This design comes from an exercise in tuning for small area and a short achievable clock period on the open sky130 flow, not from production work.
The RTL was checked by simulation tests, not by an equivalence proof against the original design.
Power is estimated from default activity; no workload was simulated.

==> run E: inputs <==
## wallace_mul
module wallace_mul (
	input  logic                  clk,
	input  logic                  rst_n,
	input  logic                  in_valid,
	input  logic [31:0]           a,
	input  logic [31:0]           b,
	output logic [63:0]           product,
	output logic                  out_valid
);
==> flow/config.mk <==
export PLATFORM = sky130hd
export DESIGN_NAME = wallace_mul
export DESIGN_NICKNAME = wallace_mul
export VERILOG_FILES = /design/flow/design.v
export SDC_FILE = /design/flow/constraint.sdc
export NUM_CORES = 4
export LEC_CHECK = 0
export ABC_AREA = 1
export CAP_MARGIN = 5
export CORE_MARGIN = 2
export CORE_UTILIZATION = 40
export SETUP_SLACK_MARGIN = 1.1
export SLEW_MARGIN = 5
==> flow/constraint.sdc <==
create_clock -name core_clock -period 3.5 [get_ports {clk}]
set_input_delay 0.7000 -clock core_clock [delete_from_list [all_inputs] [get_ports {clk}]]
set_output_delay 0.7000 -clock core_clock [all_outputs]
set_load 0.01 [all_outputs]
standard.sh (not shown) runs the stock make flow with config.mk's settings and CLKGATE_MAP_FILE= SYNTH_SCRIPT=/design/flow/synth_recipe.tcl, a recipe that flattens the netlist after the stock synthesis.
==> flow/flow/run.sh <==
#!/bin/bash
# Standard layout, with one netlist step between synthesis and floorplan:
# fapol.py removes the inverters Yosys leaves around its full-adder cells
# (a full adder is self-dual, so it can work on complemented nets instead),
# and the port buffers are buf_4 cells.
set -euo pipefail
# Port buffers: a plain buffer, not the delay cell buffer_ports picks by default
export BUFFER_PORTS_ARGS="-buffer_cell sky130_fd_sc_hd__buf_4"
W=$PWD
R=$W/orfs/results/$FLOW_PLATFORM/wallace_mul/base
bash standard.sh $R/1_2_yosys.v > $W/synth.log 2>&1
cp $R/1_2_yosys.v $W/1_2_yosys.std.v
python3 $W/flow/fapol.py $W/1_2_yosys.std.v $R/1_2_yosys.v > $W/fapol.log 2>&1
bash standard.sh > $W/layout.log 2>&1
Other scripts of this flow, unchanged in this note and not shown: flow/flow/fapol.py
==> run D (differences from run E) <==
==> flow/flow/run.sh (replaced) <==
#!/bin/bash
# Standard layout with three changes:
# - if flow/abc.script exists, synthesis maps with it instead of ORFS's ABC script
#   (a copy of ORFS's scripts folder with only that file replaced; ABC maps the
#   combinational logic only, so registers and their names are the standard ones);
# - between synthesis and floorplan, fapol.py removes the inverters Yosys leaves
#   around its full-adder cells (a full adder is self-dual, so it can work on
#   complemented nets instead);
# - the port buffers are a plain buffer cell (PORT_BUF), not the delay cell
#   buffer_ports picks by default.
set -euo pipefail
W=$PWD
PORT_BUF=$(cat $W/flow/port_buf.txt 2>/dev/null || echo sky130_fd_sc_hd__buf_4)
export BUFFER_PORTS_ARGS="-buffer_cell $PORT_BUF"
if [[ -f $W/flow/abc.script ]]; then
  rm -rf $W/scripts_local
  cp -r $FLOW_HOME/scripts $W/scripts_local
  cp $W/flow/abc.script $W/scripts_local/abc_speed.script
  cp $W/flow/abc.script $W/scripts_local/abc_area.script
  export SCRIPTS_DIR=$W/scripts_local
fi
R=$W/orfs/results/$FLOW_PLATFORM/wallace_mul/base
bash standard.sh $R/1_2_yosys.v > $W/synth.log 2>&1
cp $R/1_2_yosys.v $W/1_2_yosys.std.v
python3 $W/flow/fapol.py $W/1_2_yosys.std.v $R/1_2_yosys.v > $W/fapol.log 2>&1
bash standard.sh > $W/layout.log 2>&1
==> flow/flow/abc.script (new file) <==
strash
dch
map -a
topo
stime -c
buffer -c
upsize -c
dnsize -c
--- a/flow/config.mk
+++ b/flow/config.mk
@@ -5,9 +5,8 @@
 export SDC_FILE = /design/flow/constraint.sdc
 export NUM_CORES = 4
 export LEC_CHECK = 0
-export ABC_AREA = 1
-export CAP_MARGIN = 5
+export CAP_MARGIN = 20
 export CORE_MARGIN = 2
 export CORE_UTILIZATION = 40
 export SETUP_SLACK_MARGIN = 1.1
-export SLEW_MARGIN = 5
+export SLEW_MARGIN = 20
==> run Y (differences from run E) <==
--- a/flow/config.mk
+++ b/flow/config.mk
@@ -6,8 +6,9 @@
 export NUM_CORES = 4
 export LEC_CHECK = 0
 export ABC_AREA = 1
-export CAP_MARGIN = 5
+export CAP_MARGIN = 20
 export CORE_MARGIN = 2
-export CORE_UTILIZATION = 40
+export CORE_UTILIZATION = 50
+export PLACE_DENSITY = 0.7
 export SETUP_SLACK_MARGIN = 1.1
-export SLEW_MARGIN = 5
+export SLEW_MARGIN = 20
==> run X (differences from run E) <==
--- a/flow/config.mk
+++ b/flow/config.mk
@@ -6,8 +6,8 @@
 export NUM_CORES = 4
 export LEC_CHECK = 0
 export ABC_AREA = 1
-export CAP_MARGIN = 5
+export CAP_MARGIN = 20
 export CORE_MARGIN = 2
 export CORE_UTILIZATION = 40
-export SETUP_SLACK_MARGIN = 1.1
-export SLEW_MARGIN = 5
+export SETUP_SLACK_MARGIN = 1.3
+export SLEW_MARGIN = 20
==> run summary <==
metric	run E	run Y	run D	run X
Register-to-register setup slack	1.07 ns	1.08 ns	0.92 ns	1.00 ns
LEAKAGE	19.70 nW	19.74 nW	18.11 nW	21.54 nW
Total wire length	133200 um	127000 um	131400 um	145600 um
Total routed wire length on the met1 layer	53120 um	46340 um	51220 um	54230 um
Final Critical Period	2.429 ns	2.422 ns	2.583 ns	2.496 ns
Signal inverters	471	471	302	471
Worst EP arrival	2.95 ns	2.92 ns	3.14 ns	2.96 ns
CTS buffer count	71	68	70	70
CP Depth	4	4	12	6
Run status	complete, no violations	complete, no violations	complete, no violations	complete, no violations
Endpoint with the worst hold slack	ra100	ra95	ra109	ra91
Sequential share of cell area	27.43%	27.57%	26.51%	24.12%
Comb group	32.6 mW	31.8 mW	37.9 mW	39.0 mW
Mapped cell area	37890 um^2	37890 um^2	36320 um^2	37890 um^2
Switch Pwr	24.83 mW	24.28 mW	27.11 mW	28.02 mW
Non-CTS buffers	272	291	375	428
Relative slew margins	37.23%	44.36%	39.14%	52.36%
Initial DRC Count	2921	3911	2761	3546
Share of total power in the clock network	15.0%	15.2%	13.7%	12.7%
Post-layout net count	4693	4709	4346	4848
Multi-input combinational cell area	23720 um^2	23630 um^2	25020 um^2	27600 um^2

==> afterwards: timing with drivers on the ports <==
Ports are ideal in the flow. The routed layouts listed here were re-timed in OpenROAD.
Step 1, drivers: a clkbuf_16 drives clk and a buf_2 each remaining input, both assumed.
Step 2 times the ports against the registers' clock, not the clock port: input delays grow and output delays shrink by t, the midpoint of the rising clock arrivals with the driver on.
a / b / c = ideal / step 1 / step 2; a / b = the first two.
run | shift t [ns] | setup WS [ns] | worst setup path at the end | latest minus earliest clock arrival (ns)
run E | 0.706 | 1.071 / 1.071 / 1.071 | register to register | 0.035 / 0.035
run D | 0.699 | 0.917 / 0.917 / 0.917 | register to register | 0.039 / 0.039
run Y | 0.686 | 1.078 / 1.078 / 1.078 | register to register | 0.035 / 0.035
run X | 0.702 | 1.004 / 1.004 / 1.004 | register to register | 0.057 / 0.057
After both steps setup and hold are still met in every run listed.
